What follows belongs to an exercise in optimizing a design on an open flow for small area, a short achievable clock period and few clock cycles per item; a production flow would make more cautious choices.
In this exercise RTL edits were held to simulation tests only and were not proved equivalent to the original.
No activity file was given, so power comes from the tool's default toggle rates.

--- flow/run.sh ---
#!/bin/bash
# synth_recipe.tcl (not shown) runs the flow's synth.tcl, then flattens the netlist and writes it again
# the make line also repeats each setting of config.mk as NAME=value (left out here)
make -C /OpenROAD-flow-scripts/flow DESIGN_CONFIG=/design/flow/config.mk WORK_HOME=/design/flow/orfs CLKGATE_MAP_FILE= SYNTH_SCRIPT=/design/flow/synth_recipe.tcl finish
--- flow/config.mk ---
export PLATFORM = sky130hd
export DESIGN_NAME = range_sign_product_tree
export DESIGN_NICKNAME = range_sign_product_tree
export VERILOG_FILES = /design/flow/design.v
export SDC_FILE = /design/flow/constraint.sdc
export NUM_CORES = 4
export LEC_CHECK = 0
export CAP_MARGIN = 20
export CORE_MARGIN = 2
export CORE_UTILIZATION = 40
export PLACE_DENSITY = 0.5
export SETUP_SLACK_MARGIN = 4.3
export SLEW_MARGIN = 20
--- flow/constraint.sdc ---
create_clock -name core_clock -period 8.0 [get_ports {i_clk}]
set_input_delay 1.6000 -clock core_clock [delete_from_list [all_inputs] [get_ports {i_clk}]]
set_output_delay 1.6000 -clock core_clock [all_outputs]
set_load 0.01 [all_outputs]
--- flow/design.v ---
package rspt_pkg;
    localparam logic [1:0] SIGN_ZERO = 2'd0;
    localparam logic [1:0] SIGN_POS  = 2'd1;
    localparam logic [1:0] SIGN_NEG  = 2'd2;
    localparam logic CMD_CHANGE  = 1'b0;
    localparam logic CMD_PRODUCT = 1'b1;
    localparam int unsigned ELEM_W        = 11;
    localparam logic        REG_ELEMENTS  = 1'b0;
    localparam logic [ELEM_W-1:0] ELEMENTS_RESET = 11'd1024;
    localparam int unsigned POS_W = 10;
    localparam int unsigned VAL_W = 8;
    localparam int unsigned LO_W = 5;
    localparam int unsigned HI_W = POS_W - LO_W;
    localparam int unsigned NL   = 1 << LO_W;
    localparam int unsigned NB   = 1 << HI_W;
    localparam int unsigned DEPTH = 4;
endpackage
module rspt_cfg (
    input  logic                        i_clk,
    input  logic                        i_rst_n,
    input  logic                        i_psel,
    input  logic                        i_penable,
    input  logic                        i_pwrite,
    input  logic [2:0]                  i_paddr,
    input  logic [31:0]                 i_pwdata,
    output logic [31:0]                 o_prdata,
    output logic                        o_pready,
    output logic [rspt_pkg::ELEM_W-1:0] o_elements
);
    logic [rspt_pkg::ELEM_W-1:0] r_elements;
    logic                        w_wr;
    assign o_pready = 1'b1;
    assign w_wr     = i_psel && i_penable && i_pwrite && (i_paddr[2] == rspt_pkg::REG_ELEMENTS);
    always_ff @(posedge i_clk) begin
        if (!i_rst_n) begin
            r_elements <= rspt_pkg::ELEMENTS_RESET;
        end else if (w_wr) begin
            r_elements <= i_pwdata[rspt_pkg::ELEM_W-1:0];
        end
    end
    always_comb begin
        if (i_paddr[2] == rspt_pkg::REG_ELEMENTS) begin
            o_prdata = {{(32 - rspt_pkg::ELEM_W){1'b0}}, r_elements};
        end else begin
            o_prdata = '0;
        end
    end
    assign o_elements = r_elements;
endmodule
module rspt_ram (
    input  logic                                         i_clk,
    input  logic                                         i_rst_n,
    input  logic                                         i_we,
    input  logic [rspt_pkg::NB-1:0]                      i_bsel,    
    input  logic [rspt_pkg::LO_W-1:0]                    i_lo,
    input  logic                                         i_nz,
    input  logic                                         i_nn,
    output logic [rspt_pkg::NB-1:0][rspt_pkg::NL-1:0]    o_nz,
    output logic [rspt_pkg::NB-1:0][rspt_pkg::NL-1:0]    o_nn
);
    localparam int unsigned LO_W = rspt_pkg::LO_W;
    localparam int unsigned NL   = rspt_pkg::NL;
    localparam int unsigned NB   = rspt_pkg::NB;
    logic [NB-1:0] w_bsel;
    logic [NL-1:0] w_lsel;
    logic          w_nz;
    logic          r_clr;
    always_ff @(posedge i_clk) begin
        r_clr <= !i_rst_n;
    end
    always_comb begin
        for (int b = 0; b < NB; b++) begin
            w_bsel[b] = r_clr || (i_we && i_bsel[b]);
        end
        for (int k = 0; k < NL; k++) begin
            w_lsel[k] = r_clr || (i_lo == k[LO_W-1:0]);
        end
    end
    assign w_nz = !r_clr && i_nz;
    for (genvar b = 0; b < NB; b++) begin : g_blk
        for (genvar k = 0; k < NL; k++) begin : g_leaf
            always_ff @(posedge i_clk) begin
                if (w_bsel[b] && w_lsel[k]) begin
                    o_nz[b][k] <= w_nz;
                    o_nn[b][k] <= i_nn;
                end
            end
        end
    end
endmodule
module rspt_engine_dec (
    input  logic [rspt_pkg::POS_W-1:0] i_first,
    input  logic [rspt_pkg::POS_W-1:0] i_last,
    output logic [rspt_pkg::NB-1:0]    o_b_in,
    output logic [rspt_pkg::NB-1:0]    o_b_f,
    output logic [rspt_pkg::NB-1:0]    o_b_l,
    output logic [rspt_pkg::NL-1:0]    o_k_f,
    output logic [rspt_pkg::NL-1:0]    o_k_l
);
    localparam int unsigned LO_W = rspt_pkg::LO_W;
    localparam int unsigned HI_W = rspt_pkg::HI_W;
    localparam int unsigned NL   = rspt_pkg::NL;
    localparam int unsigned NB   = rspt_pkg::NB;
    logic [HI_W-1:0] w_fb, w_lb;
    logic [LO_W-1:0] w_fl, w_ll;
    logic            w_same;
    assign w_fb   = i_first[rspt_pkg::POS_W-1:LO_W];
    assign w_fl   = i_first[LO_W-1:0];
    assign w_lb   = i_last[rspt_pkg::POS_W-1:LO_W];
    assign w_ll   = i_last[LO_W-1:0];
    assign w_same = (w_fb == w_lb);
    always_comb begin
        for (int b = 0; b < NB; b++) begin
            o_b_in[b] = (b[HI_W-1:0] > w_fb) && (b[HI_W-1:0] < w_lb);
            o_b_f[b]  = (b[HI_W-1:0] == w_fb);
            o_b_l[b]  = (b[HI_W-1:0] == w_lb) && !w_same;
        end
        for (int k = 0; k < NL; k++) begin
            o_k_l[k] = (k[LO_W-1:0] <= w_ll);
            o_k_f[k] = (k[LO_W-1:0] >= w_fl) && (!w_same || o_k_l[k]);
        end
    end
endmodule
module rspt_engine (
    input  logic [rspt_pkg::NB-1:0]                      i_b_in,
    input  logic [rspt_pkg::NB-1:0]                      i_b_f,
    input  logic [rspt_pkg::NB-1:0]                      i_b_l,
    input  logic [rspt_pkg::NL-1:0]                      i_k_f,
    input  logic [rspt_pkg::NL-1:0]                      i_k_l,
    input  logic [rspt_pkg::NB-1:0][rspt_pkg::NL-1:0]    i_nz,
    input  logic [rspt_pkg::NB-1:0][rspt_pkg::NL-1:0]    i_nn,
    output logic [rspt_pkg::NB-1:0]                      o_zero,
    output logic [rspt_pkg::NB-1:0]                      o_par
);
    localparam int unsigned NL = rspt_pkg::NL;
    localparam int unsigned NB = rspt_pkg::NB;
    for (genvar b = 0; b < NB; b++) begin : g_blk
        logic [NL-1:0]   w_out;      
        logic [NL/2-1:0] w_z;
        logic [NL-1:0]   w_n;
        for (genvar k = 0; k < NL; k++) begin : g_leaf
            assign w_out[k] = !(i_b_in[b] || (i_b_f[b] && i_k_f[k]) || (i_b_l[b] && i_k_l[k]));
            assign w_n[k]   = !(w_out[k] || i_nn[b][k]);
        end
        for (genvar k = 0; k < NL/2; k++) begin : g_pair
            assign w_z[k] = !((w_out[2*k] || i_nz[b][2*k]) && (w_out[2*k+1] || i_nz[b][2*k+1]));
        end
        assign o_zero[b] = |w_z;
        assign o_par[b]  = ^w_n;
    end
endmodule
module range_sign_product_tree #(
    parameter int unsigned MAX_ELEMENTS = 1024
) (
    input  logic        i_clk,
    input  logic        i_rst_n,
    input  logic        i_s_tvalid,
    output logic        o_s_tready,
    input  logic [31:0] i_s_tdata,    
    input  logic        i_s_tuser,    
    output logic        o_m_tvalid,
    input  logic        i_m_tready,
    output logic [7:0]  o_m_tdata,    
    output logic        o_m_tuser,    
    input  logic        i_psel,
    input  logic        i_penable,
    input  logic        i_pwrite,
    input  logic [2:0]  i_paddr,
    input  logic [31:0] i_pwdata,
    output logic [31:0] o_prdata,
    output logic        o_pready
);
    localparam int unsigned POS_W = rspt_pkg::POS_W;
    localparam int unsigned EW    = rspt_pkg::ELEM_W;
    localparam int unsigned NB    = rspt_pkg::NB;
    localparam int unsigned NL    = rspt_pkg::NL;
    localparam int unsigned DEPTH = rspt_pkg::DEPTH;
    localparam int unsigned CW    = $clog2(DEPTH + 1);
    logic [EW-1:0] w_elements;
    rspt_cfg u_cfg (
        .i_clk      (i_clk),
        .i_rst_n    (i_rst_n),
        .i_psel     (i_psel),
        .i_penable  (i_penable),
        .i_pwrite   (i_pwrite),
        .i_paddr    (i_paddr),
        .i_pwdata   (i_pwdata),
        .o_prdata   (o_prdata),
        .o_pready   (o_pready),
        .o_elements (w_elements)
    );
    logic [CW-1:0] r_cnt;       
    logic          w_accept;
    logic          w_out_xfer;
    assign o_s_tready = (r_cnt < CW'(DEPTH));
    assign w_accept   = i_s_tvalid && o_s_tready;
    always_ff @(posedge i_clk) begin
        if (!i_rst_n) begin
            r_cnt <= '0;
        end else begin
            r_cnt <= r_cnt + CW'(w_accept && (i_s_tuser == rspt_pkg::CMD_PRODUCT))
                           - CW'(w_out_xfer);
        end
    end
    logic [POS_W-1:0] w_f, w_l;
    logic [EW-1:0]    w_n;
    logic             w_chg_ok, w_q_bad;
    assign w_f      = i_s_tdata[9:0];
    assign w_l      = i_s_tdata[19:10];
    assign w_n      = w_elements;
    assign w_chg_ok = w_n[POS_W] || (w_f < w_n[POS_W-1:0]);
    assign w_q_bad  = (w_f > w_l) || (!w_n[POS_W] && (w_l >= w_n[POS_W-1:0]));
    logic [NB-1:0] w_b_in, w_b_f, w_b_l;
    logic [NL-1:0] w_k_f, w_k_l;
    rspt_engine_dec u_dec (
        .i_first (w_f),
        .i_last  (w_l),
        .o_b_in  (w_b_in),
        .o_b_f   (w_b_f),
        .o_b_l   (w_b_l),
        .o_k_f   (w_k_f),
        .o_k_l   (w_k_l)
    );
    logic                     r0_chg, r0_prod;
    logic                     r0_bad;
    logic [rspt_pkg::LO_W-1:0] r0_fl;
    logic                     r0_nz, r0_nn;
    logic [NB-1:0]            r0_b_in, r0_b_f, r0_b_l;
    logic [NL-1:0]            r0_k_f, r0_k_l;
    always_ff @(posedge i_clk) begin
        if (!i_rst_n) begin
            r0_chg  <= 1'b0;
            r0_prod <= 1'b0;
        end else begin
            r0_chg  <= w_accept && (i_s_tuser == rspt_pkg::CMD_CHANGE) && w_chg_ok;
            r0_prod <= w_accept && (i_s_tuser == rspt_pkg::CMD_PRODUCT);
        end
    end
    always_ff @(posedge i_clk) begin
        r0_bad  <= w_q_bad;
        r0_fl   <= w_f[rspt_pkg::LO_W-1:0];
        r0_nz   <= (i_s_tdata[27:20] != 8'd0);
        r0_nn   <= !i_s_tdata[27];
        r0_b_in <= w_b_in;
        r0_b_f  <= w_b_f;
        r0_b_l  <= w_b_l;
        r0_k_f  <= w_k_f;
        r0_k_l  <= w_k_l;
    end
    logic [NB-1:0][NL-1:0] w_nz, w_nn;
    rspt_ram u_leaves (
        .i_clk   (i_clk),
        .i_rst_n (i_rst_n),
        .i_we    (r0_chg),
        .i_bsel  (r0_b_f),
        .i_lo    (r0_fl),
        .i_nz    (r0_nz),
        .i_nn    (r0_nn),
        .o_nz    (w_nz),
        .o_nn    (w_nn)
    );
    logic [NB-1:0] w_bzero, w_bpar;
    rspt_engine u_range (
        .i_b_in  (r0_b_in),
        .i_b_f   (r0_b_f),
        .i_b_l   (r0_b_l),
        .i_k_f   (r0_k_f),
        .i_k_l   (r0_k_l),
        .i_nz    (w_nz),
        .i_nn    (w_nn),
        .o_zero  (w_bzero),
        .o_par   (w_bpar)
    );
    logic          r1_v;
    logic          r1_bad;
    logic [NB-1:0] r1_zero, r1_par;
    always_ff @(posedge i_clk) begin
        if (!i_rst_n) begin
            r1_v <= 1'b0;
        end else begin
            r1_v <= r0_prod;
        end
    end
    always_ff @(posedge i_clk) begin
        r1_bad  <= r0_bad;
        r1_zero <= w_bzero;
        r1_par  <= w_bpar;
    end
    logic [2:0] w_res;    
    always_comb begin
        if (r1_bad || (|r1_zero)) begin
            w_res = {r1_bad, rspt_pkg::SIGN_ZERO};
        end else if (^r1_par) begin
            w_res = {1'b0, rspt_pkg::SIGN_NEG};
        end else begin
            w_res = {1'b0, rspt_pkg::SIGN_POS};
        end
    end
    logic [DEPTH-1:0]      r_fv;
    logic [DEPTH-1:0][2:0] r_fd;
    logic [DEPTH-1:0]      w_fv_s;
    logic [DEPTH-1:0][2:0] w_fd_s;
    assign w_out_xfer = r_fv[0] && i_m_tready;
    always_comb begin
        for (int k = 0; k < DEPTH; k++) begin
            if (w_out_xfer) begin
                w_fv_s[k] = (k + 1 < DEPTH) ? r_fv[(k + 1) % DEPTH] : 1'b0;
                w_fd_s[k] = (k + 1 < DEPTH) ? r_fd[(k + 1) % DEPTH] : r_fd[k];
            end else begin
                w_fv_s[k] = r_fv[k];
                w_fd_s[k] = r_fd[k];
            end
        end
    end
    always_ff @(posedge i_clk) begin
        if (!i_rst_n) begin
            r_fv <= '0;
        end else begin
            for (int k = 0; k < DEPTH; k++) begin
                r_fv[k] <= w_fv_s[k] ||
                           (r1_v && ((k == 0) ? 1'b1 : w_fv_s[(k + DEPTH - 1) % DEPTH]));
            end
        end
    end
    always_ff @(posedge i_clk) begin
        for (int k = 0; k < DEPTH; k++) begin
            if (!w_fv_s[k] && ((k == 0) || w_fv_s[(k + DEPTH - 1) % DEPTH])) begin
                r_fd[k] <= w_res;
            end else begin
                r_fd[k] <= w_fd_s[k];
            end
        end
    end
    assign o_m_tvalid = r_fv[0];
    assign o_m_tdata  = {6'b0, r_fd[0][1:0]};
    assign o_m_tuser  = r_fd[0][2];
endmodule
==> results of run 1 <==
[routing by layer]
metal | routed length, um | share of wire
met1 | 188000 | 0.39
met2 | 216000 | 0.45
met3 | 49300 | 0.10
met4 | 31300 | 0.065
met5 | 70 | 0.00014
[area by class of cell]
cell class,count,share of cell area
antenna,6,0.000122
sequential,2314,0.547
tap,3705,0.0377
clock inverter,97,0.00709
timing repair buffer,351,0.0247
multi-input combinational,5307,0.319
clock buffer,388,0.0630
inverter,39,0.00119
[cell families (layout without fill, tap and decap cells)]
logic type	after synthesis	in the layout	synth area share
buffers and inverters	822	875	0.0492
AND/OR/NAND/NOR	2469	2469	0.0896
flip-flops	2314	2314	0.603
adder cells (fa/ha/maj)	32	32	0.00367
other	2	36	0.0000676
multiplexers	9	9	0.000912
AO/OA/AOI/OAI	1742	1742	0.170
XOR/XNOR	1025	1025	0.0836
[layout by cell type, fill, tap and decap left out, types with 38 or more instances in the layout]
cell type / count
a21oi_1: 39
a221oi_1: 114
a221oi_2: 887
buf_4: 266
clkbuf_1: 79
clkbuf_16: 285
clkdlybuf4s50_1: 50
clkinv_1: 38
dfxtp_1: 95
dfxtp_2: 86
dfxtp_4: 73
edfxtp_1: 2060
nand2_1: 61
nor2_1: 2119
nor4_1: 140
o22ai_1: 515
xnor2_1: 756
xnor2_2: 42
xor2_1: 227
[metrics by stage]
step / hold slack (ns) / util / setup TNS, ns / setup slack [ns] / instances
2_1_floorplan: 0.310 / - / -2997.51 / -2.45 / 8443
3_3_place_gp: 0.426 / 0.413 / 0 / 2.96 / 11700
3_5_place_dp: 0.425 / 0.414 / 0 / 2.94 / 11700
4_1_cts: 0.448 / 0.445 / 0 / 4.25 / 12200
5_1_grt: 0.436 / 0.445 / 0 / 4.25 / 12200
6_report: 0.448 / 0.445 / 0 / 4.26 / 12200
[report_power, final]
group          internal, uW  leakage (uW)  switching, uW
Sequential            13900        0.0215            696
Combinational          1530        0.0153           3370
Clock                  7200       0.00422           5120
Total                 22600        0.0411           9180
[worst min path at each step]
stage | startpoint | endpoint | slack, ns | cells past startpoint
6_report | r0_prod | r1_v | 0.45 | 1
5_1_grt | r0_bad | r1_bad | 0.44 | 0
4_1_cts | r0_bad | r1_bad | 0.45 | 0
3_5_place_dp | r0_bad | r1_bad | 0.42 | 0
3_3_place_gp | r0_prod | r1_v | 0.43 | 1
2_1_floorplan | r0_bad | r1_bad | 0.31 | 0
[state kept, by name (all words and copies together) (netlist names), 4 cells and up]
signal	count
r_fv	4
r0_k_f	32
r0_b_f	32
u_leaves.o_nz	1024
r0_b_l	32
r_fd	12
u_cfg.r_elements	11
r1_par	32
r0_k_l	32
r0_b_in	31
r1_zero	32
u_leaves.o_nn	1024
r0_fl	5
[repair_timing]
item,4_1_cts,5_1_grt
setup endpoints to repair,12,20
hold buffers,0,0
pin swaps,3,0
resized for setup,63,6
cloned,1,0
[critical path: cells and delay by family]
kind	cells	cell delay [ns]
AOI/OAI and AO/OA	1	0.17
adders and majority gates	1	0.37
buffers and inverters	3	1.39
and+or+nand+nor	3	0.90
==> implementation parameters, run 1 <==
Parameter                              Value

STA
  Transition time of the tightest slew-check pin ... between 1 and 1.5 ns
  Setup-failing EPs final ... 0
  Post-Route Skew ... ~0.047 ns
  Post-route minimum period ... around 3.7 ns
  Max-slew violations ... 0
  Unrepaired setup endpoints after global routing ... true
  Final clock period utilization by the worst path ... 0.467
  Number of hold violations in the final report ... 0
  Normalized max-slew margin ... 0.133
  Peak Freq ... ~270 MHz

Floorplan
  Die area ... between 200000 and 300000 um2
  Height of the die ... roughly 530 um
  Die width ... between 500 and 600 um
  Initial core utilization ... 0.402
  # rows ... slightly below 200
  Ports placed on the boundary ... between 100 and 150
  Placeable Area ... approximately 280000 um2

Synthesis
  Most numerous cell in the Yosys netlist ... nor2_1
  Sequential element share of the synthesized area ... 0.603
  Number of cells produced by synthesis ... between 8000 and 9000
  Synth cell count leaders ... 2123 x nor2_1, 2060 x edfxtp_1, 887 x a221oi_2
  Cell types occupying the most area after synthesis ... edfxtp_1 56%, a221oi_2 12%, nor2_1 7.2%
  Post-synthesis average cell area ... between 10 and 15 um2
  #FFs+latches synth ... 2314
  Number of warnings printed during yosys synthesis ... 4
  Post-synth top area share ... 0.557
  Cell type with the highest aggregate area in the netlist ... edfxtp_1
  Total standard cell area after synthesis ... approximately 110000 um2
  Most instantiated flip-flop cell in the synthesis netlist ... edfxtp_1
  Ys async rst share ... 0
  EDFF count, synth ... a little over 2000
  Count of different cell masters after synthesis ... a little under 60

Setup path
  Arrival @ worst endpoint ... 4.47 ns
  Cell-by-cell trace of the critical path ... clkdlybuf4s50_1 > inv_1 > ha_1 > and4_1 > nand2_1 > buf_4 > nor3_2 > o22ai_1
  Capture point of the critical path ... r0_bad
  Startpoint Class ... input pin
  Count of cells along the worst register-to-register path ... 5
  Longest individual stage delay on the worst path ... between 0.8 and 0.9 ns
  Critical R2R Launch ... r1_zero[21]
  Worst reg2reg endpoint ... r_fd[0]
  Crit-path slowest cell ... clkdlybuf4s50_1
  Largest driver fanout on the critical path ... 20
  Worst endpoint required time ... approximately 8.7 ns
  Reg-to-reg slack, setup ... around 4.3 ns
  Setup crit end kind ... register
  Worst Setup Path Type ... in -> reg
  Start point of the critical path ... i_s_tdata[18]

Clock tree
  Buffers from clock root to sink, at most ... 4
  CTS tree ... done
  CTS H-tree lvls ... 5
  Total clock sinks ... between 2000 and 2500
  Post-CTS setup-driven buffer insertion count ... 0
  TritonCTS buffer count ... 271
  Clock edge transition at the registers on the reported setup and hold paths ... roughly 0.060 ns
  Clk root buf ... clkbuf_16
  Clock latency of the later-clocked register in the worst-skew pair ... 0.88 ns

GRT
  Remaining global-route overflow ... 0
  Global router's overall resource usage ... 0.336
  Met2 track demand over resource in global routing ... 0.517
  Pin count of the biggest net entering global routing ... ~220
  Antenna violations before repair ... 30
  Layer with the highest usage after global routing ... met2
  Vias in the first global route ... 76100
  Met1 Usage GRT ... 0.445
  First-pass GRT wire length ... between 600 and 700 mm
  Met3 GRT Util ... 0.0702

Detailed routing
  Antenna violation net count after detailed routing ... 0
  Average via count per standard cell ... 6.44
  DRT iter0 DRCs ... around 11000
  DR vias ... a little under 80000
  Number of remaining DRC errors ... 0
  Number of detailed-route iterations in the first pass ... 6
  WL/cell ... between 30 and 40 um
  Wire length reported by the detailed router ... 485 mm

Power and ir drop
  Leakage power ... 0.0411 uW
  IR drop worst, VDD ... 0.364 mV
  Areal power density over the cells ... 258 nW/um2
  Pwr Total ... 31800 uW

Hold path
  Hold WC Path Type ... reg -> reg

Run
  Number of max-cap violations ... 0

Layout
  Post-Layout Inst Area ... between 100000 and 150000 um2
  Total of fill cells in the finished design ... around 25000
  Combined flip-flop and latch cell area ... about 67000 um2
  Area of the multi-input gates ... roughly 39000 um2
  Nets@finish ... between 8000 and 9000
  Area growth, synth to finish ... 10.8%
  Share of final-layout standard cells stronger than drive strength 1 ... 0.220

Placement
  HPWL Detailed ... roughly 280 mm
  Routability congestion estimate from global placement ... approximately 0.9
  Cell area after placement ... about 110000 um2
  Buffers on Ports ... between 60 and 70

Status
  Outcome ... timing/DRC/antenna clean
Testbench counts, summed over its fixed seeds: cycles 9,624, items 9,600.
==> inputs of run 2 (changes only) <==
--- a/flow/design.v
+++ b/flow/design.v
@@ -52,5 +52,5 @@
     input  logic                                         i_rst_n,
     input  logic                                         i_we,
-    input  logic [rspt_pkg::NB-1:0]                      i_bsel,    
+    input  logic [rspt_pkg::HI_W-1:0]                    i_hi,
     input  logic [rspt_pkg::LO_W-1:0]                    i_lo,
     input  logic                                         i_nz,
@@ -71,5 +71,5 @@
     always_comb begin
         for (int b = 0; b < NB; b++) begin
-            w_bsel[b] = r_clr || (i_we && i_bsel[b]);
+            w_bsel[b] = r_clr || (i_we && (i_hi == b[rspt_pkg::HI_W-1:0]));
         end
         for (int k = 0; k < NL; k++) begin
@@ -92,7 +92,5 @@
     input  logic [rspt_pkg::POS_W-1:0] i_first,
     input  logic [rspt_pkg::POS_W-1:0] i_last,
-    output logic [rspt_pkg::NB-1:0]    o_b_in,
-    output logic [rspt_pkg::NB-1:0]    o_b_f,
-    output logic [rspt_pkg::NB-1:0]    o_b_l,
+    output logic                       o_same,
     output logic [rspt_pkg::NL-1:0]    o_k_f,
     output logic [rspt_pkg::NL-1:0]    o_k_l
@@ -110,10 +108,6 @@
     assign w_ll   = i_last[LO_W-1:0];
     assign w_same = (w_fb == w_lb);
+    assign o_same = w_same;
     always_comb begin
-        for (int b = 0; b < NB; b++) begin
-            o_b_in[b] = (b[HI_W-1:0] > w_fb) && (b[HI_W-1:0] < w_lb);
-            o_b_f[b]  = (b[HI_W-1:0] == w_fb);
-            o_b_l[b]  = (b[HI_W-1:0] == w_lb) && !w_same;
-        end
         for (int k = 0; k < NL; k++) begin
             o_k_l[k] = (k[LO_W-1:0] <= w_ll);
@@ -123,7 +117,7 @@
 endmodule
 module rspt_engine (
-    input  logic [rspt_pkg::NB-1:0]                      i_b_in,
-    input  logic [rspt_pkg::NB-1:0]                      i_b_f,
-    input  logic [rspt_pkg::NB-1:0]                      i_b_l,
+    input  logic [rspt_pkg::HI_W-1:0]                    i_fb,
+    input  logic [rspt_pkg::HI_W-1:0]                    i_lb,
+    input  logic                                         i_same,
     input  logic [rspt_pkg::NL-1:0]                      i_k_f,
     input  logic [rspt_pkg::NL-1:0]                      i_k_l,
@@ -133,6 +127,15 @@
     output logic [rspt_pkg::NB-1:0]                      o_par
 );
-    localparam int unsigned NL = rspt_pkg::NL;
-    localparam int unsigned NB = rspt_pkg::NB;
+    localparam int unsigned HI_W = rspt_pkg::HI_W;
+    localparam int unsigned NL   = rspt_pkg::NL;
+    localparam int unsigned NB   = rspt_pkg::NB;
+    logic [NB-1:0] w_b_in, w_b_f, w_b_l;
+    always_comb begin
+        for (int b = 0; b < NB; b++) begin
+            w_b_in[b] = (b[HI_W-1:0] > i_fb) && (b[HI_W-1:0] < i_lb);
+            w_b_f[b]  = (b[HI_W-1:0] == i_fb);
+            w_b_l[b]  = (b[HI_W-1:0] == i_lb) && !i_same;
+        end
+    end
     for (genvar b = 0; b < NB; b++) begin : g_blk
         logic [NL-1:0]   w_out;      
@@ -140,5 +143,5 @@
         logic [NL-1:0]   w_n;
         for (genvar k = 0; k < NL; k++) begin : g_leaf
-            assign w_out[k] = !(i_b_in[b] || (i_b_f[b] && i_k_f[k]) || (i_b_l[b] && i_k_l[k]));
+            assign w_out[k] = !(w_b_in[b] || (w_b_f[b] && i_k_f[k]) || (w_b_l[b] && i_k_l[k]));
             assign w_n[k]   = !(w_out[k] || i_nn[b][k]);
         end
@@ -211,12 +214,10 @@
     assign w_chg_ok = w_n[POS_W] || (w_f < w_n[POS_W-1:0]);
     assign w_q_bad  = (w_f > w_l) || (!w_n[POS_W] && (w_l >= w_n[POS_W-1:0]));
-    logic [NB-1:0] w_b_in, w_b_f, w_b_l;
+    logic          w_same;
     logic [NL-1:0] w_k_f, w_k_l;
     rspt_engine_dec u_dec (
         .i_first (w_f),
         .i_last  (w_l),
-        .o_b_in  (w_b_in),
-        .o_b_f   (w_b_f),
-        .o_b_l   (w_b_l),
+        .o_same  (w_same),
         .o_k_f   (w_k_f),
         .o_k_l   (w_k_l)
@@ -226,5 +227,6 @@
     logic [rspt_pkg::LO_W-1:0] r0_fl;
     logic                     r0_nz, r0_nn;
-    logic [NB-1:0]            r0_b_in, r0_b_f, r0_b_l;
+    logic [rspt_pkg::HI_W-1:0] r0_fb, r0_lb;
+    logic                     r0_same;
     logic [NL-1:0]            r0_k_f, r0_k_l;
     always_ff @(posedge i_clk) begin
@@ -242,7 +244,7 @@
         r0_nz   <= (i_s_tdata[27:20] != 8'd0);
         r0_nn   <= !i_s_tdata[27];
-        r0_b_in <= w_b_in;
-        r0_b_f  <= w_b_f;
-        r0_b_l  <= w_b_l;
+        r0_fb   <= w_f[POS_W-1:rspt_pkg::LO_W];
+        r0_lb   <= w_l[POS_W-1:rspt_pkg::LO_W];
+        r0_same <= w_same;
         r0_k_f  <= w_k_f;
         r0_k_l  <= w_k_l;
@@ -253,5 +255,5 @@
         .i_rst_n (i_rst_n),
         .i_we    (r0_chg),
-        .i_bsel  (r0_b_f),
+        .i_hi    (r0_fb),
         .i_lo    (r0_fl),
         .i_nz    (r0_nz),
@@ -262,7 +264,7 @@
     logic [NB-1:0] w_bzero, w_bpar;
     rspt_engine u_range (
-        .i_b_in  (r0_b_in),
-        .i_b_f   (r0_b_f),
-        .i_b_l   (r0_b_l),
+        .i_fb    (r0_fb),
+        .i_lb    (r0_lb),
+        .i_same  (r0_same),
         .i_k_f   (r0_k_f),
         .i_k_l   (r0_k_l),
--- a/flow/config.mk
+++ b/flow/config.mk
@@ -8,6 +8,8 @@
 export CAP_MARGIN = 20
 export CORE_MARGIN = 2
-export CORE_UTILIZATION = 40
-export PLACE_DENSITY = 0.5
+export CORE_UTILIZATION = 35
+export CTS_CLUSTER_DIAMETER = 60
+export CTS_CLUSTER_SIZE = 30
+export PLACE_DENSITY = 0.45
 export SETUP_SLACK_MARGIN = 4.3
 export SLEW_MARGIN = 20
==> run 2 against run 1 <==
Compared with the run above:
- cell count increased by 3.7%
- global-route usage is 1.1 points lower
- clock skew rose by 0.063 ns
- sequential share of layout area rose by 1.0 points
- via count grew 4.2%
- synthesized cell count up 3.6%
==> implementation parameters, run 2 <==
Parameter                              Value

Floorplan
  Die area ... 300000 um2
  # rows ... between 150 and 200
  Placeable Area ... approximately 290000 um2
  Die width ... around 550 um
  Ports placed on the boundary ... between 100 and 150
  Initial core utilization ... 0.352
  Height of the die ... between 500 and 600 um

STA
  Post-Route Skew ... between 0.1 and 0.15 ns
  Post-route minimum period ... around 3.8 ns
  Tightest hold margin ... between 0.3 and 0.4 ns
  Transition time of the tightest slew-check pin ... ~1.3 ns
  Peak Freq ... approximately 270 MHz
  Unrepaired setup endpoints after global routing ... true
  Final clock period utilization by the worst path ... 0.469
  Normalized max-slew margin ... 0.127
  Max-slew violations ... 0
  Number of hold violations in the final report ... 0
  Setup-failing EPs final ... 0

Synthesis
  Count of different cell masters after synthesis ... between 70 and 80
  #FFs+latches synth ... ~2200
  Post-synthesis average cell area ... between 10 and 15 um2
  Number of cells produced by synthesis ... 8719
  Ys async rst share ... 0
  Cell type with the highest aggregate area in the netlist ... edfxtp_1
  Most instantiated flip-flop cell in the synthesis netlist ... edfxtp_1
  Total standard cell area after synthesis ... 104000 um2
  Cell types occupying the most area after synthesis ... edfxtp_1 60%, nor2_1 7.7%, a221oi_1 6.7%
  Synth cell count leaders ... 2113 x nor2_1, 2060 x edfxtp_1, 798 x a221oi_1
  EDFF count, synth ... 2060
  Post-synth top area share ... 0.597
  Most numerous cell in the Yosys netlist ... nor2_1
  Sequential element share of the synthesized area ... 0.630
  Number of warnings printed during yosys synthesis ... 5

Clock tree
  Number of hold buffers added after CTS ... 0
  Clock latency of the later-clocked register in the worst-skew pair ... roughly 0.96 ns
  CTS H-tree lvls ... 4
  Clock edge transition at the registers on the reported setup and hold paths ... around 0.09 ns
  Clk root buf ... clkbuf_16
  Total clock sinks ... ~2200
  TritonCTS buffer count ... 199
  CTS tree ... done
  Buffers from clock root to sink, at most ... 4

Setup path
  Reg-to-reg slack, setup ... approximately 4.2 ns
  Worst endpoint required time ... roughly 8.6 ns
  Worst Setup Path Type ... reg -> reg
  Cell-by-cell trace of the critical path ... buf_4 > a21oi_4 > buf_4 > buf_4 > nor2_1
  Arrival @ worst endpoint ... ~4.4 ns
  Longest individual stage delay on the worst path ... roughly 0.7 ns
  Startpoint Class ... register
  Start point of the critical path ... u_leaves.r_clr
  Worst reg2reg endpoint ... u_leaves.o_nn[253]
  Critical R2R Launch ... u_leaves.r_clr
  Worst path most repeated cell ... buf_4
  Count of cells along the worst register-to-register path ... 5
  Setup crit end kind ... register
  Crit-path slowest cell ... a21oi_4
  Largest driver fanout on the critical path ... 37

Detailed routing
  Wire length reported by the detailed router ... just over 500 mm
  Number of remaining DRC errors ... 0
  DRT iter0 DRCs ... between 10000 and 15000
  Average via count per standard cell ... between 6 and 7
  Number of detailed-route iterations in the first pass ... 7
  WL/cell ... 40.0 um
  Antenna violation net count after detailed routing ... 0
  DR vias ... just over 80000

Layout
  Most common cell after layout, fill and taps aside ... edfxtp_1
  Area growth, synth to finish ... 13.5%
  Total of fill cells in the finished design ... between 20000 and 30000
  Combined flip-flop and latch cell area ... about 66000 um2
  Area of the multi-input gates ... roughly 36000 um2
  Share of final-layout standard cells stronger than drive strength 1 ... 0.119
  Largest registers ... u_leaves.o_nn x1024, u_leaves.o_nz x1024
  Final Non-Filler Cells ... 12700
  Nets@finish ... between 8000 and 9000
  Post-Layout Inst Area ... roughly 120000 um2
  Commonest cells after routing, fill and taps aside ... 2060 x edfxtp_1, 2053 x nor2_1, 756 x a221oi_1

Power and ir drop
  Pwr Total ... roughly 30000 uW
  IR drop worst, VDD ... approximately 0.45 mV
  Leakage power ... 0.0380 uW
  Areal power density over the cells ... ~260 nW/um2

Hold path
  Hold WC Path Type ... reg -> reg
  Hold-critical path endpoint ... r1_bad
  Worst Hold Depth ... 0
  Startpoint of the tightest hold check path ... r0_bad

Placement
  Routability congestion estimate from global placement ... roughly 0.89
  HPWL Detailed ... approximately 280 mm
  Cell area after placement ... approximately 110000 um2
  Buffers on Ports ... 63
  Count of placed standard cells including taps ... around 12000

GRT
  Pin count of the biggest net entering global routing ... 205
  Vias in the first global route ... 77600
  Global router's overall resource usage ... 0.326
  First-pass GRT wire length ... roughly 670 mm
  Remaining global-route overflow ... 0
  Antenna violations before repair ... 48

Run
  Number of max-cap violations ... 0

Status
  Outcome ... timing/DRC/antenna clean
## run 2: changes by cell type after synthesis, moves of 40 or more
cell      before  now
xnor2_2       42    0
dfxtp_1      254  170
a22oi_1       34  166
a21oi_1      104  295
a221oi_1     114  798
a22o_1         0  101
a21o_1        13   53
a221oi_2     887    0
buf_2        205   90
buf_6        230    0
clkbuf_1     237  642
o21ai_0       28   93
o22ai_1      515  445
buf_4        103   32
## run 2: area by class of cell
type	count	area share
multi-input cells	5688	0.310
clock buffers	212	0.0436
repair buffers	390	0.0289
diodes	18	0.000383
clock inverters	152	0.0166
flip-flops and latches	2230	0.557
well taps	3919	0.0417
inverters	47	0.00153
## run 2: how the worst max path moves through the flow
stage	endpoint	slack, ns	depth (start not counted)
3_3_place_gp	r0_bad	3.27	10
3_5_place_dp	r0_bad	3.25	10
5_1_grt	r1_par[31]	4.23	11
4_1_cts	r1_par[30]	4.13	10
6_report	u_leaves.o_nn[253]	4.24	5
2_1_floorplan	u_leaves.o_nz[0]	-2.45	3
## run 2: power by group
| group | leakage [uW] | switching, uW | internal [uW] |
|---|---|---|---|
| registers | 0.0208 | 821 | 13700 |
| clock network | 0.00341 | 5350 | 5320 |
| logic | 0.0138 | 3540 | 1680 |
## run 2: worst max-delay path, delay by kind of cell, from the launching register on
family	cells	cell delay, ns
DFF	1	0.53
AOI/OAI and AO/OA	1	0.71
and+or+nand+nor	1	0.23
buffers and inverters	3	1.83
## run 2: timing repair
action / CTS / global route
hold endpoints to repair: 0 / 0
gates resized for setup: 106 / 80
pin swaps: 15 / 10
setup buffers: 19 / 13
endpoints found under the setup margin: 105 / 47
gates cloned: 7 / 3
## run 2: cells by family (layout without fill, tap and decap cells)
| family | after synthesis | after routing | share of synthesized area |
|---|---|---|---|
| AND/OR/NAND/NOR | 2551 | 2557 | 0.101 |
| flip-flops | 2230 | 2230 | 0.630 |
| AO/OA/AOI/OAI | 2110 | 2111 | 0.150 |
| XOR/XNOR | 950 | 950 | 0.0811 |
| buffers and inverters | 835 | 801 | 0.0325 |
| adder cells (fa/ha/maj) | 32 | 32 | 0.00394 |
| multiplexers | 9 | 9 | 0.000978 |
| other | 2 | 47 | 0.0000725 |
## run 2: routing by layer
layer	GRT usage	up-vias	routed length, um	part of all wire
met1	0.434	42400	198000	0.39
met3	0.0776	1147	55900	0.11
met4	0.160	16	28000	0.055
li1	-	32900	-	-
met2	0.496	5528	225000	0.44
met5	0.00364	-	201	0.00040
## run 2: metrics by stage
| step | utilization | setup slack (ns) | setup TNS, ns |
|---|---|---|---|
| 2_1_floorplan | - | -2.45 | -2997.52 |
| 3_3_place_gp | 0.372 | 3.27 | 0 |
| 3_5_place_dp | 0.372 | 3.25 | 0 |
| 4_1_cts | 0.398 | 4.13 | 0 |
| 5_1_grt | 0.400 | 4.23 | 0 |
| 6_report | 0.400 | 4.24 | 0 |
Testbench counts of run 2, summed over its fixed seeds: cycles 9,624, items 9,600.
==> inputs of run 3 (changes only) <==
--- a/flow/config.mk
+++ b/flow/config.mk
@@ -9,5 +9,5 @@
 export CORE_MARGIN = 2
 export CORE_UTILIZATION = 35
-export CTS_CLUSTER_DIAMETER = 60
+export CTS_CLUSTER_DIAMETER = 80
 export CTS_CLUSTER_SIZE = 30
 export PLACE_DENSITY = 0.45
==> run 3 against run 2 <==
Compared with the run above:
- flip-flop and latch count stayed put
- critical path depth is 4 higher
- global-route usage is 0.10 points lower
- cell area is 1.8% lower
- combinational power hardly changed
- cell count is 0.84% lower
- synthesized cell count stayed put
- die area stayed put
- wire length is 0.20% lower
- area after synthesis stayed put
- register-to-register slack worse by 0.08 ns
- critical endpoint is now r1_par[4]
==> implementation parameters, run 3 <==
Parameter                              Value

Clock tree
  CTS tree ... done
  Total clock sinks ... ~2200
  TritonCTS buffer count ... 145
  Buffers from clock root to sink, at most ... 4
  Number of hold buffers added after CTS ... 0
  Clk root buf ... clkbuf_16
  Clock latency of the later-clocked register in the worst-skew pair ... around 0.91 ns
  Clock edge transition at the registers on the reported setup and hold paths ... roughly 0.1 ns
  CTS H-tree lvls ... 4

Setup path
  Worst Setup Path Type ... reg -> reg
  Bufs and invs on worst path ... 1
  Critical R2R Launch ... r0_k_l[19]
  Longest individual stage delay on the worst path ... just over 0.8 ns
  Arrival @ worst endpoint ... between 4 and 5 ns
  Startpoint Class ... register
  Worst path most repeated cell ... xnor2_1
  Worst path top cell family by delay ... XOR/XNOR gates
  Setup crit end kind ... register
  Worst endpoint required time ... about 8.7 ns
  Largest driver fanout on the critical path ... 23
  Crit-path slowest cell ... buf_4
  Worst reg2reg endpoint ... r1_par[4]
  Cell-by-cell trace of the critical path ... buf_4 > a22oi_1 > and2_1 > or2_0 > a222oi_1 > xnor2_1 > xnor2_1 > xnor2_1 > xnor2_2
  Count of cells along the worst register-to-register path ... 9
  Reg-to-reg slack, setup ... between 4 and 5 ns

Placement
  HPWL Detailed ... about 280 mm
  Worst slack at placement ... 3.25 ns
  Buffers on Ports ... between 60 and 70
  Routability congestion estimate from global placement ... 0.894

Synthesis
  Sequential element share of the synthesized area ... 0.630
  Total standard cell area after synthesis ... approximately 100000 um2
  Cell types occupying the most area after synthesis ... edfxtp_1 60%, nor2_1 7.7%, a221oi_1 6.7%
  Post-synth top area share ... 0.597
  Post-synthesis average cell area ... approximately 12 um2
  Number of warnings printed during yosys synthesis ... 5
  Most numerous cell in the Yosys netlist ... nor2_1
  Most instantiated flip-flop cell in the synthesis netlist ... edfxtp_1
  Count of different cell masters after synthesis ... a little under 80
  Ys async rst share ... 0
  #FFs+latches synth ... about 2200
  Cell type with the highest aggregate area in the netlist ... edfxtp_1
  EDFF count, synth ... just over 2000
  Synth cell count leaders ... 2113 x nor2_1, 2060 x edfxtp_1, 798 x a221oi_1
  Number of cells produced by synthesis ... approximately 8700

STA
  Transition time of the tightest slew-check pin ... around 1.3 ns
  Normalized max-slew margin ... 0.161
  Max-slew violations ... 0
  Post-Route Skew ... between 0.09 and 0.1 ns
  Setup-failing EPs final ... 0
  Peak Freq ... ~260 MHz
  Tightest hold margin ... 0.406 ns
  Number of hold violations in the final report ... 0
  Post-route minimum period ... 3.84 ns
  Final setup margin ... about 4.2 ns
  Final clock period utilization by the worst path ... 0.479
  Unrepaired setup endpoints after global routing ... true

Detailed routing
  Number of detailed-route iterations in the first pass ... 9
  DR vias ... between 80000 and 90000
  Number of remaining DRC errors ... 0
  DRT iter0 DRCs ... between 10000 and 15000
  Antenna violation net count after detailed routing ... 0
  Wire length reported by the detailed router ... between 500 and 600 mm
  WL/cell ... between 40 and 50 um
  Average via count per standard cell ... ~6.5

Power and ir drop
  IR drop worst, VDD ... ~0.46 mV
  Leakage power ... between 0.03 and 0.04 uW
  Areal power density over the cells ... about 240 nW/um2

Layout
  Largest registers ... u_leaves.o_nn x1024, u_leaves.o_nz x1024
  Share of final-layout standard cells stronger than drive strength 1 ... 0.107
  Total of fill cells in the finished design ... between 20000 and 30000
  Most common cell after layout, fill and taps aside ... edfxtp_1
  Combined flip-flop and latch cell area ... about 66000 um2
  Commonest cells after routing, fill and taps aside ... 2060 x edfxtp_1, 2053 x nor2_1, 760 x a221oi_1
  Nets@finish ... between 8000 and 9000
  Post-layout utilization of the core ... 0.392
  Area growth, synth to finish ... 11.4%
  Area of the multi-input gates ... between 30000 and 40000 um2

Status
  Outcome ... timing/DRC/antenna clean

GRT
  First-pass GRT wire length ... ~670 mm
  Remaining global-route overflow ... 0
  Vias in the first global route ... ~77000
  Global router's overall resource usage ... 0.325
  Antenna violations before repair ... 43
  Pin count of the biggest net entering global routing ... approximately 200

Floorplan
  Die area ... 300000 um2
  Placeable Area ... ~290000 um2
  Initial core utilization ... 0.352
  Die width ... ~550 um
  Ports placed on the boundary ... between 100 and 150
  # rows ... about 200
  Height of the die ... between 500 and 600 um

Hold path
  Hold WC Path Type ... reg -> reg
  Worst Hold Depth ... 0
  Hold-critical path endpoint ... r1_bad
  Startpoint of the tightest hold check path ... r0_bad

Run
  Number of max-cap violations ... 0
-- run 3: worst max path at each step --
stage	startpoint	depth (start not counted)	end	slack [ns]
floorplan	u_leaves.r_clr	3	u_leaves.o_nz[0]	-2.45
global placement	i_s_tdata[19]	10	r0_bad	3.27
detailed placement	i_s_tdata[17]	10	r0_bad	3.25
CTS	r0_lb[0]	10	r1_par[19]	4.20
global route	r0_fb[2]	12	r1_par[4]	4.21
finish	r0_k_l[19]	9	r1_par[4]	4.16
-- run 3: kinds of logic after synthesis --
logic type	Yosys count	synth area share
compound gates	2110	0.150
xor+xnor	950	0.0811
fa+ha+maj	32	0.00394
buf+inv	835	0.0325
flops	2230	0.630
mux	9	0.000978
other cells	2	0.0000725
simple gates	2551	0.101
-- run 3: worst register-to-register path, delay by kind of cell (launching register included) --
kind | cells | cell delay, ns
AO/OA/AOI/OAI | 2 | 0.79
XOR/XNOR | 4 | 0.88
buffers and inverters | 1 | 0.83
flip-flops | 1 | 0.69
AND/OR/NAND/NOR | 2 | 0.47
-- run 3: power breakdown --
group / internal [uW] / leakage (uW) / total (uW) / switching [uW]
logic: 1680 / 0.0138 / 5230 / 3550
clock network: 3850 / 0.00237 / 8480 / 4630
registers: 13700 / 0.0208 / 14600 / 825
total: 19300 / 0.0370 / 28300 / 9010
-- run 3: metal layers --
metal,global-route usage,vias to the layer above,routed length (um)
li1,-,32700,-
met3,0.0720,1093,55300
met1,0.435,42200,197000
met5,0.00174,-,275
met2,0.495,5536,224000
met4,0.161,18,28400
-- run 3: cell type report --
class	instances	area share
tap	3919	0.0425
sequential	2230	0.568
multi-input combinational	5690	0.316
antenna	17	0.000368
inverter	47	0.00156
clock inverter	97	0.0105
timing repair buffer	394	0.0295
clock buffer	156	0.0321
-- run 3: per-stage QoR --
step / area, um2 / total power, uW / instances / TNS [ns]
2_1_floorplan: 104000 / 17200 / 8746 / -2997.52
3_3_place_gp: 109000 / 19500 / 12200 / 0
3_5_place_dp: 109000 / 19500 / 12200 / 0
4_1_cts: 115000 / 27900 / 12500 / 0
5_1_grt: 115000 / 28900 / 12500 / 0
6_report: 115000 / 28300 / 12600 / 0
-- run 3: timing repair --
item,in CTS,in global routing
setup buffers,18,20
pin swaps,13,11
gates resized for setup,101,74
gates cloned,7,3
setup endpoints to repair,105,49
==> inputs of run 4 (changes only) <==
--- a/flow/config.mk
+++ b/flow/config.mk
@@ -8,8 +8,8 @@
 export CAP_MARGIN = 20
 export CORE_MARGIN = 2
-export CORE_UTILIZATION = 35
+export CORE_UTILIZATION = 45
 export CTS_CLUSTER_DIAMETER = 80
 export CTS_CLUSTER_SIZE = 30
-export PLACE_DENSITY = 0.45
+export PLACE_DENSITY = 0.6
 export SETUP_SLACK_MARGIN = 4.3
 export SLEW_MARGIN = 20
==> run 4 against run 3 <==
Compared with the run above:
- register-to-register slack better by 0.06 ns
- worst setup slack improved by 0.056 ns
- clock power is 3.8% lower
- count of clock-buffer cells in the layout down 9
- synthesized cell count unchanged
- non-clock buffer count fell by 35
- area after synthesis unchanged
- fmax rose by 1.5%
- cell area down 1.8%
- global-route usage up 4.2 points
- core utilization increased by 10 points
- via count increased by 1.2%
- critical endpoint is now r1_par[30]
- largest power group unchanged
- highest routed layer unchanged
==> implementation parameters, run 4 <==
Parameter                              Value

Layout
  Area growth, synth to finish ... 9.45%
  Most common cell after layout, fill and taps aside ... edfxtp_1
  Largest registers ... u_leaves.o_nn x1024, u_leaves.o_nz x1024
  Commonest cells after routing, fill and taps aside ... 2060 x edfxtp_1, 2055 x nor2_1, 787 x a221oi_1
  Post-Layout Inst Area ... between 100000 and 150000 um2
  Nets@finish ... about 8600
  Total of fill cells in the finished design ... between 20000 and 25000
  Share of final-layout standard cells stronger than drive strength 1 ... 0.0950

Clock tree
  Clk root buf ... clkbuf_16
  Clock latency of the later-clocked register in the worst-skew pair ... between 0.8 and 0.9 ns
  CTS H-tree lvls ... 4
  CTS tree ... done
  Number of hold buffers added after CTS ... 0
  TritonCTS buffer count ... 130
  Total clock sinks ... around 2200
  Buffers from clock root to sink, at most ... 3
  Clock edge transition at the registers on the reported setup and hold paths ... ~0.1 ns

Placement
  Worst slack at placement ... ~3.4 ns
  Routability congestion estimate from global placement ... roughly 0.94
  Buffers on Ports ... 63
  Cell area after placement ... around 110000 um2
  HPWL Detailed ... between 200 and 250 mm

Detailed routing
  Length of routed met2 wiring ... roughly 190 mm
  Antenna violation net count after detailed routing ... 0
  DR vias ... ~83000
  Wire length reported by the detailed router ... ~450 mm
  Total met3 wirelength after detailed routing ... 68.0 mm
  WL/cell ... about 38 um
  DRT iter0 DRCs ... around 15000
  Highest metal layer used by the detailed router ... met5
  Average via count per standard cell ... 7.12
  Number of remaining DRC errors ... 0
  Met1 routed wirelength after detailed routing ... 152 mm
  Number of detailed-route iterations in the first pass ... 9

Synthesis
  Sequential element share of the synthesized area ... 0.630
  Cell types occupying the most area after synthesis ... edfxtp_1 60%, nor2_1 7.7%, a221oi_1 6.7%
  EDFF count, synth ... 2060
  Cell type with the highest aggregate area in the netlist ... edfxtp_1
  #FFs+latches synth ... roughly 2200
  Number of warnings printed during yosys synthesis ... 5
  Post-synthesis average cell area ... 11.9 um2
  Total standard cell area after synthesis ... roughly 100000 um2
  Post-synth top area share ... 0.597
  Most instantiated flip-flop cell in the synthesis netlist ... edfxtp_1
  Number of cells produced by synthesis ... 8719
  Count of different cell masters after synthesis ... between 70 and 80
  Most numerous cell in the Yosys netlist ... nor2_1
  Ys async rst share ... 0
  Synth cell count leaders ... 2113 x nor2_1, 2060 x edfxtp_1, 798 x a221oi_1

Floorplan
  Height of the die ... ~480 um
  Ports placed on the boundary ... 119
  Placeable Area ... around 230000 um2
  Initial core utilization ... 0.452
  Die width ... between 400 and 500 um
  # rows ... between 150 and 200
  Die area ... approximately 230000 um2

STA
  Tightest hold margin ... between 0.3 and 0.4 ns
  Final clock period utilization by the worst path ... 0.472
  Number of hold violations in the final report ... 0
  Unrepaired setup endpoints after global routing ... true
  Transition time of the tightest slew-check pin ... ~1.3 ns
  Post-route minimum period ... approximately 3.8 ns
  Max-slew violations ... 0
  Normalized max-slew margin ... 0.165
  Final setup margin ... roughly 4.2 ns
  Peak Freq ... ~260 MHz
  Setup-failing EPs final ... 0
  Post-Route Skew ... around 0.051 ns

Run
  Number of max-cap violations ... 0

GRT
  Remaining global-route overflow ... 0
  Global router's overall resource usage ... 0.367
  Antenna violations before repair ... 26
  Pin count of the biggest net entering global routing ... approximately 200
  First-pass GRT wire length ... between 600 and 700 mm
  Vias in the first global route ... ~77000

Setup path
  Startpoint Class ... register
  Arrival @ worst endpoint ... around 4.5 ns
  Worst Setup Path Type ... reg -> reg
  Setup crit end kind ... register
  Worst endpoint required time ... a little under 9 ns
  Largest driver fanout on the critical path ... 17

Power and ir drop
  P_sw ... ~8400 uW
  Sw Share ... 0.304
  Share of power burned in combinational logic ... 0.177
  Areal power density over the cells ... around 240 nW/um2
  IR drop worst, VDD ... around 0.36 mV
  Sequential power share ... 0.527
  P_int ... roughly 19000 uW
  Part of the power in the clock network ... 0.297
  Leakage power ... about 0.037 uW

Status
  Outcome ... timing/DRC/antenna clean

Hold path
  Hold WC Path Type ... reg -> reg
## run 4: cell counts after synthesis
Identical to the previous run, type by type.
## run 4: area by class of cell
| type | count | area, um2 | area share |
|---|---|---|---|
| Clock buffer | 147 | 3490 | 0.0307 |
| Tap cell | 3026 | 3790 | 0.0334 |
| Clock inverter | 90 | 1260 | 0.0112 |
| Sequential cell | 2230 | 65500 | 0.578 |
| Inverter | 47 | 176 | 0.00156 |
| Multi-Input combinational cell | 5686 | 36100 | 0.319 |
| Timing Repair Buffer | 359 | 3000 | 0.0265 |
| Antenna cell | 18 | 45.0 | 0.000397 |
## run 4: stage by stage
stage                     total power, uW  cells   TNS, ns  utilization
after floorplan                     17200   8746  -2997.52            -
final                               27500  11600         0        0.494
after detailed placement            19300  11300         0        0.472
after global routing                28000  11600         0        0.494
after global placement              19200  11300         0        0.472
after CTS                           27200  11600         0        0.494
## run 4: repair_timing
item	CTS	global route
endpoints found under the hold margin	0	0
gates resized for setup	57	43
buffers inserted	10	3
setup endpoints to repair	33	35
pin swaps	6	6
cloned	4	1
## run 4: final timing paths
| kind | from | endpoint | slack, ns | depth (start not counted) |
|---|---|---|---|---|
| hold reg to reg | r0_bad | r1_bad | 0.35 | 0 |
| hold / removal | r0_bad | r1_bad | 0.35 | 0 |
| setup / recovery | r0_k_f[27] | r1_par[30] | 4.22 | 8 |
| setup reg to reg | r0_k_f[27] | r1_par[30] | 4.22 | 8 |
## run 4: cells by family after synthesis
kind of cell | count (synthesis) | share of synthesized area
and+or+nand+nor | 2551 | 0.101
muxes | 9 | 0.000978
other | 2 | 0.0000725
DFF | 2230 | 0.630
adders and majority gates | 32 | 0.00394
xor gates and xnor gates | 950 | 0.0811
buffers and inverters | 835 | 0.0325
AOI/OAI and AO/OA | 2110 | 0.150
## run 4: per-layer routing
metal | up-vias | track usage
li1 | 32600 | -
met1 | 41100 | 0.465
met2 | 7233 | 0.532
met3 | 1710 | 0.123
met4 | 10 | 0.246
met5 | - | 0.00245
## run 4: power by group through the flow
stage	combinational [uW]	sequential (uW)	clock [uW]
final	4860	14500	8160
after global routing	4950	14500	8550
after floorplan	2900	14300	0
after global placement	4540	14600	0
after CTS	4650	14400	8140
after detailed placement	4600	14700	0
## run 4: critical path: stages (launching register included)
cell      delay, ns
dfxtp_4        0.88
buf_4          0.70
a22oi_1        0.29
a22o_1         0.24
a222oi_1       0.65
xnor2_1        0.16
xnor2_1        0.35
xnor2_1        0.15
xnor2_1        0.22
==> inputs of run 5 (changes only) <==
--- a/flow/design.v
+++ b/flow/design.v
@@ -14,5 +14,5 @@
     localparam int unsigned NL   = 1 << LO_W;
     localparam int unsigned NB   = 1 << HI_W;
-    localparam int unsigned DEPTH = 4;
+    localparam int unsigned DEPTH = 5;
 endpackage
 module rspt_cfg (
@@ -50,8 +50,6 @@
 module rspt_ram (
     input  logic                                         i_clk,
-    input  logic                                         i_rst_n,
-    input  logic                                         i_we,
-    input  logic [rspt_pkg::HI_W-1:0]                    i_hi,
-    input  logic [rspt_pkg::LO_W-1:0]                    i_lo,
+    input  logic [rspt_pkg::NB-1:0]                      i_bsel_n,
+    input  logic [rspt_pkg::NL-1:0]                      i_lsel_n,
     input  logic                                         i_nz,
     input  logic                                         i_nn,
@@ -59,33 +57,25 @@
     output logic [rspt_pkg::NB-1:0][rspt_pkg::NL-1:0]    o_nn
 );
-    localparam int unsigned LO_W = rspt_pkg::LO_W;
-    localparam int unsigned NL   = rspt_pkg::NL;
-    localparam int unsigned NB   = rspt_pkg::NB;
-    logic [NB-1:0] w_bsel;
-    logic [NL-1:0] w_lsel;
-    logic          w_nz;
-    logic          r_clr;
-    always_ff @(posedge i_clk) begin
-        r_clr <= !i_rst_n;
-    end
+    localparam int unsigned NL = rspt_pkg::NL;
+    localparam int unsigned NB = rspt_pkg::NB;
+    logic [NB*NL-1:0] w_we;      
+    logic [NB*NL-1:0] r_nz, r_nn;
     always_comb begin
         for (int b = 0; b < NB; b++) begin
-            w_bsel[b] = r_clr || (i_we && (i_hi == b[rspt_pkg::HI_W-1:0]));
-        end
-        for (int k = 0; k < NL; k++) begin
-            w_lsel[k] = r_clr || (i_lo == k[LO_W-1:0]);
+            for (int k = 0; k < NL; k++) begin
+                w_we[b*NL+k] = !(i_bsel_n[b] || i_lsel_n[k]);
+            end
         end
     end
-    assign w_nz = !r_clr && i_nz;
-    for (genvar b = 0; b < NB; b++) begin : g_blk
-        for (genvar k = 0; k < NL; k++) begin : g_leaf
-            always_ff @(posedge i_clk) begin
-                if (w_bsel[b] && w_lsel[k]) begin
-                    o_nz[b][k] <= w_nz;
-                    o_nn[b][k] <= i_nn;
-                end
+    always_ff @(posedge i_clk) begin
+        for (int i = 0; i < NB*NL; i++) begin
+            if (w_we[i]) begin
+                r_nz[i] <= i_nz;
+                r_nn[i] <= i_nn;
             end
         end
     end
+    assign o_nz = r_nz;
+    assign o_nn = r_nn;
 endmodule
 module rspt_engine_dec (
@@ -125,5 +115,5 @@
     input  logic [rspt_pkg::NB-1:0][rspt_pkg::NL-1:0]    i_nn,
     output logic [rspt_pkg::NB-1:0]                      o_zero,
-    output logic [rspt_pkg::NB-1:0]                      o_par
+    output logic [rspt_pkg::NB-1:0][1:0]                 o_par
 );
     localparam int unsigned HI_W = rspt_pkg::HI_W;
@@ -150,5 +140,5 @@
         end
         assign o_zero[b] = |w_z;
-        assign o_par[b]  = ^w_n;
+        assign o_par[b]  = {^w_n[NL-1:NL/2], ^w_n[NL/2-1:0]};
     end
 endmodule
@@ -208,10 +198,9 @@
     logic [POS_W-1:0] w_f, w_l;
     logic [EW-1:0]    w_n;
-    logic             w_chg_ok, w_q_bad;
+    logic             w_chg_ok;
     assign w_f      = i_s_tdata[9:0];
     assign w_l      = i_s_tdata[19:10];
     assign w_n      = w_elements;
     assign w_chg_ok = w_n[POS_W] || (w_f < w_n[POS_W-1:0]);
-    assign w_q_bad  = (w_f > w_l) || (!w_n[POS_W] && (w_l >= w_n[POS_W-1:0]));
     logic          w_same;
     logic [NL-1:0] w_k_f, w_k_l;
@@ -223,7 +212,8 @@
         .o_k_l   (w_k_l)
     );
-    logic                     r0_chg, r0_prod;
-    logic                     r0_bad;
-    logic [rspt_pkg::LO_W-1:0] r0_fl;
+    logic                     r0_prod;
+    logic                     r0_gt, r0_over;
+    logic [NB-1:0]            r0_wb_n;    
+    logic [NL-1:0]            r0_wl_n;
     logic                     r0_nz, r0_nn;
     logic [rspt_pkg::HI_W-1:0] r0_fb, r0_lb;
@@ -232,15 +222,23 @@
     always_ff @(posedge i_clk) begin
         if (!i_rst_n) begin
-            r0_chg  <= 1'b0;
             r0_prod <= 1'b0;
         end else begin
-            r0_chg  <= w_accept && (i_s_tuser == rspt_pkg::CMD_CHANGE) && w_chg_ok;
             r0_prod <= w_accept && (i_s_tuser == rspt_pkg::CMD_PRODUCT);
         end
     end
     always_ff @(posedge i_clk) begin
-        r0_bad  <= w_q_bad;
-        r0_fl   <= w_f[rspt_pkg::LO_W-1:0];
-        r0_nz   <= (i_s_tdata[27:20] != 8'd0);
+        for (int b = 0; b < NB; b++) begin
+            r0_wb_n[b] <= i_rst_n && (w_f[POS_W-1:rspt_pkg::LO_W] != b[rspt_pkg::HI_W-1:0]);
+        end
+        for (int k = 0; k < NL; k++) begin
+            r0_wl_n[k] <= i_rst_n &&
+                          !(w_accept && (i_s_tuser == rspt_pkg::CMD_CHANGE) && w_chg_ok &&
+                            (w_f[rspt_pkg::LO_W-1:0] == k[rspt_pkg::LO_W-1:0]));
+        end
+        r0_nz   <= i_rst_n && (i_s_tdata[27:20] != 8'd0);
+    end
+    always_ff @(posedge i_clk) begin
+        r0_gt   <= (w_f > w_l);
+        r0_over <= !w_n[POS_W] && (w_l >= w_n[POS_W-1:0]);
         r0_nn   <= !i_s_tdata[27];
         r0_fb   <= w_f[POS_W-1:rspt_pkg::LO_W];
@@ -253,8 +251,6 @@
     rspt_ram u_leaves (
         .i_clk   (i_clk),
-        .i_rst_n (i_rst_n),
-        .i_we    (r0_chg),
-        .i_hi    (r0_fb),
-        .i_lo    (r0_fl),
+        .i_bsel_n (r0_wb_n),
+        .i_lsel_n (r0_wl_n),
         .i_nz    (r0_nz),
         .i_nn    (r0_nn),
@@ -262,5 +258,6 @@
         .o_nn    (w_nn)
     );
-    logic [NB-1:0] w_bzero, w_bpar;
+    logic [NB-1:0]      w_bzero;
+    logic [NB-1:0][1:0] w_bpar;
     rspt_engine u_range (
         .i_fb    (r0_fb),
@@ -276,5 +273,6 @@
     logic          r1_v;
     logic          r1_bad;
-    logic [NB-1:0] r1_zero, r1_par;
+    logic [NB-1:0]      r1_zero;
+    logic [NB-1:0][1:0] r1_par;
     always_ff @(posedge i_clk) begin
         if (!i_rst_n) begin
@@ -285,5 +283,5 @@
     end
     always_ff @(posedge i_clk) begin
-        r1_bad  <= r0_bad;
+        r1_bad  <= r0_gt || r0_over;
         r1_zero <= w_bzero;
         r1_par  <= w_bpar;
@@ -299,4 +297,16 @@
         end
     end
+    logic       r2_v;
+    logic [2:0] r2_res;
+    always_ff @(posedge i_clk) begin
+        if (!i_rst_n) begin
+            r2_v <= 1'b0;
+        end else begin
+            r2_v <= r1_v;
+        end
+    end
+    always_ff @(posedge i_clk) begin
+        r2_res <= w_res;
+    end
     logic [DEPTH-1:0]      r_fv;
     logic [DEPTH-1:0][2:0] r_fd;
@@ -321,5 +331,5 @@
             for (int k = 0; k < DEPTH; k++) begin
                 r_fv[k] <= w_fv_s[k] ||
-                           (r1_v && ((k == 0) ? 1'b1 : w_fv_s[(k + DEPTH - 1) % DEPTH]));
+                           (r2_v && ((k == 0) ? 1'b1 : w_fv_s[(k + DEPTH - 1) % DEPTH]));
             end
         end
@@ -328,5 +338,5 @@
         for (int k = 0; k < DEPTH; k++) begin
             if (!w_fv_s[k] && ((k == 0) || w_fv_s[(k + DEPTH - 1) % DEPTH])) begin
-                r_fd[k] <= w_res;
+                r_fd[k] <= r2_res;
             end else begin
                 r_fd[k] <= w_fd_s[k];
==> run 5 against run 4 <==
Compared with the run above:
- global-route usage barely moved
- first-iteration DRC count decreased by 2.0%
- fmax decreased by 3.6%
- critical endpoint is now r1_par[43]
- count of clock-buffer cells in the layout decreased by 21
- still clean
- combinational power hardly changed
- flip-flop and latch count is 98 higher
- die area rose by 1.3%
- non-clock buffer count down 33
- worst hold slack better by 0.094 ns
- clock skew rose by 0.015 ns
- sequential share of layout area is 1.8 points higher
==> implementation parameters, run 5 <==
Parameter                              Value

Power and ir drop
  Sequential power share ... 0.538
  Part of the power in the clock network ... 0.284
  Sw Share ... 0.318
  P_int ... approximately 19000 uW
  P_sw ... approximately 9000 uW
  Leakage power ... 0.0364 uW

Clock tree
  TritonCTS buffer count ... 120
  Clock edge transition at the registers on the reported setup and hold paths ... approximately 0.11 ns
  CTS tree ... done
  Post-CTS setup-driven buffer insertion count ... 0
  Total clock sinks ... approximately 2300

Setup path
  Arrival @ worst endpoint ... about 4.6 ns
  Crit-path slowest cell ... nand4bb_1
  Worst Setup Path Type ... reg -> reg
  Worst path top cell family by delay ... XOR/XNOR gates
  Longest individual stage delay on the worst path ... between 0.6 and 0.7 ns
  Bufs and invs on worst path ... 2
  Largest driver fanout on the critical path ... 32
  Worst path most repeated cell ... xnor2_1
  Setup crit end kind ... register
  Startpoint Class ... register

GRT
  Antenna violations before repair ... 34
  First-pass GRT wire length ... 604 mm
  Met1 Usage GRT ... 0.466
  Layer with the highest usage after global routing ... met2
  Remaining global-route overflow ... 0
  Met3 GRT Util ... 0.122
  Met2 track demand over resource in global routing ... 0.522
  Global router's overall resource usage ... 0.367

Layout
  Most common cell after layout, fill and taps aside ... edfxtp_1
  Largest registers ... u_leaves.r_nn x1024, u_leaves.r_nz x1024, r1_par x64
  Total of fill cells in the finished design ... between 20000 and 25000
  Area growth, synth to finish ... 8.23%
  Share of final-layout standard cells stronger than drive strength 1 ... 0.0881
  Commonest cells after routing, fill and taps aside ... 2063 x edfxtp_1, 2027 x nor2_1, 853 x a221oi_1

Synthesis
  Cell type with the highest aggregate area in the netlist ... edfxtp_1
  #FFs+latches synth ... ~2300
  Number of cells produced by synthesis ... 8665
  Number of warnings printed during yosys synthesis ... 5
  Total standard cell area after synthesis ... around 100000 um2
  Cell types occupying the most area after synthesis ... edfxtp_1 59%, nor2_1 7.4%, a221oi_1 7.1%
  Sequential element share of the synthesized area ... 0.641
  EDFF count, synth ... 2063
  Post-synth top area share ... 0.590
  Ys async rst share ... 0
  Post-synthesis average cell area ... 12.1 um2

STA
  Transition time of the tightest slew-check pin ... 1.23 ns
  Number of hold violations in the final report ... 0
  Peak Freq ... 255 MHz
  Post-route minimum period ... about 3.9 ns
  Unrepaired setup endpoints after global routing ... false
  Sum of negative setup slack ... 0 ns
  Max-slew violations ... 0
  Post-Route Skew ... roughly 0.065 ns
  Final clock period utilization by the worst path ... 0.490
  Setup-failing EPs final ... 0

Hold path
  Hold WC Path Type ... reg -> reg

Floorplan
  Placeable Area ... 232000 um2
  Die width ... 487 um
  Ports placed on the boundary ... 119
  Die area ... approximately 240000 um2
  Height of the die ... approximately 500 um

Run
  Number of max-cap violations ... 0

Detailed routing
  Antenna violation net count after detailed routing ... 0
  DRT iter0 DRCs ... between 15000 and 20000
  WL/cell ... 38.9 um
  DR vias ... ~80000
  Number of remaining DRC errors ... 0

Status
  Outcome ... timing/DRC/antenna clean

Placement
  HPWL Detailed ... 246 mm
  Buffers on Ports ... 63
[run 5: area by class of cell]
class	instances	area, um2	area share
well taps	3043	3810	0.0335
clock inverters	102	1340	0.0118
diodes	36	90.1	0.000793
repair buffers	326	2630	0.0231
clock buffers	126	3070	0.0270
inverters	44	166	0.00146
multi-input cells	5535	34900	0.307
flip-flops and latches	2328	67600	0.595
[run 5: through the flow]
step / std cells / total power [uW] / cell area, um2 / hold slack (ns) / setup WS [ns]
6_report: 11500 / 27500 / 114000 / 0.442 / 4.08
5_1_grt: 11500 / 28000 / 114000 / 0.462 / 4.31
4_1_cts: 11500 / 27200 / 113000 / 0.440 / 4.26
3_5_place_dp: 11300 / 19700 / 109000 / 0.408 / 3.44
3_3_place_gp: 11300 / 19600 / 109000 / 0.411 / 3.42
2_1_floorplan: 8692 / 17500 / 105000 / 0.389 / 2.98
[run 5: cells by family after synthesis]
logic type | Yosys count | share of synthesized area
XOR/XNOR | 1011 | 0.0845
multiplexers | 12 | 0.00129
AND/OR/NAND/NOR | 2537 | 0.0989
other | 2 | 0.0000715
AO/OA/AOI/OAI | 1909 | 0.138
adder cells (fa/ha/maj) | 34 | 0.00412
buffers and inverters | 832 | 0.0329
flip-flops | 2328 | 0.641
[run 5: power by group through the flow]
stage               Combinational (uW)  Sequential, uW  Clock [uW]
CTS                               4680           14700        7820
global route                      5020           14800        8210
global placement                  4620           15000           0
finish                            4890           14800        7820
floorplan                         2890           14600           0
detailed placement                4650           15000           0
[run 5: per-layer routing]
| metal | share of wire | vias up |
|---|---|---|
| met2 | 0.42 | 6980 |
| met1 | 0.34 | 40800 |
| li1 | - | 32100 |
| met4 | 0.089 | 34 |
| met3 | 0.15 | 1719 |
| met5 | 0.00052 | - |
[run 5: worst paths after layout]
check	startpoint	end	slack [ns]	depth (start not counted)
setup / recovery	r0_lb[2]	r1_par[43]	4.08	10
hold / removal	r0_gt	r1_bad	0.44	1
setup reg to reg	r0_lb[2]	r1_par[43]	4.08	10
hold reg to reg	r0_gt	r1_bad	0.44	1
[run 5: timing repair]
item	in CTS	in global routing
hold endpoints to repair	0	0
hold buffers	0	0
cloned	1	2
pin swaps	2	5
endpoints found under the setup margin	58	28
gates resized for setup	45	26
[run 5: worst reg2reg max path: cells and delay by family, from the launching register on]
kind,cells,cell delay (ns)
XOR/XNOR,4,1.13
AND/OR/NAND/NOR,2,1.00
buffers and inverters,2,0.76
AO/OA/AOI/OAI,2,0.53
flip-flops,1,0.33
Testbench counts of run 5, summed over its fixed seeds: cycles 9,632, items 9,600.

[re-timing with driven ports]
The flow's constraints put no driver on any port. The routed layouts listed below were extracted and timed again, unchanged, in two steps. Step 1 sets driving cells, clkbuf_16 on the clock port and buf_2 on the other inputs (assumed; they add their load-dependent delay and slew). Step 2, shift: input delay + t, output delay - t, t = (earliest + latest rising clock arrival at the registers) / 2. This alone moves slack from input paths to output paths. Slacks: ideal ports / drivers / drivers and shift; pairs: ideal ports / drivers.
| run | t (ns) | setup WS [ns] |
|---|---|---|
| run 1 | 0.957 | 4.265 / 4.144 / 3.187 |
| run 2 | 1.007 | 4.245 / 4.245 / 3.454 |
| run 3 | 0.967 | 4.165 / 4.165 / 3.518 |
| run 4 | 0.930 | 4.221 / 4.221 / 3.571 |
| run 5 | 0.941 | 4.081 / 4.081 / 3.440 |
After both steps every run listed still meets setup and hold.
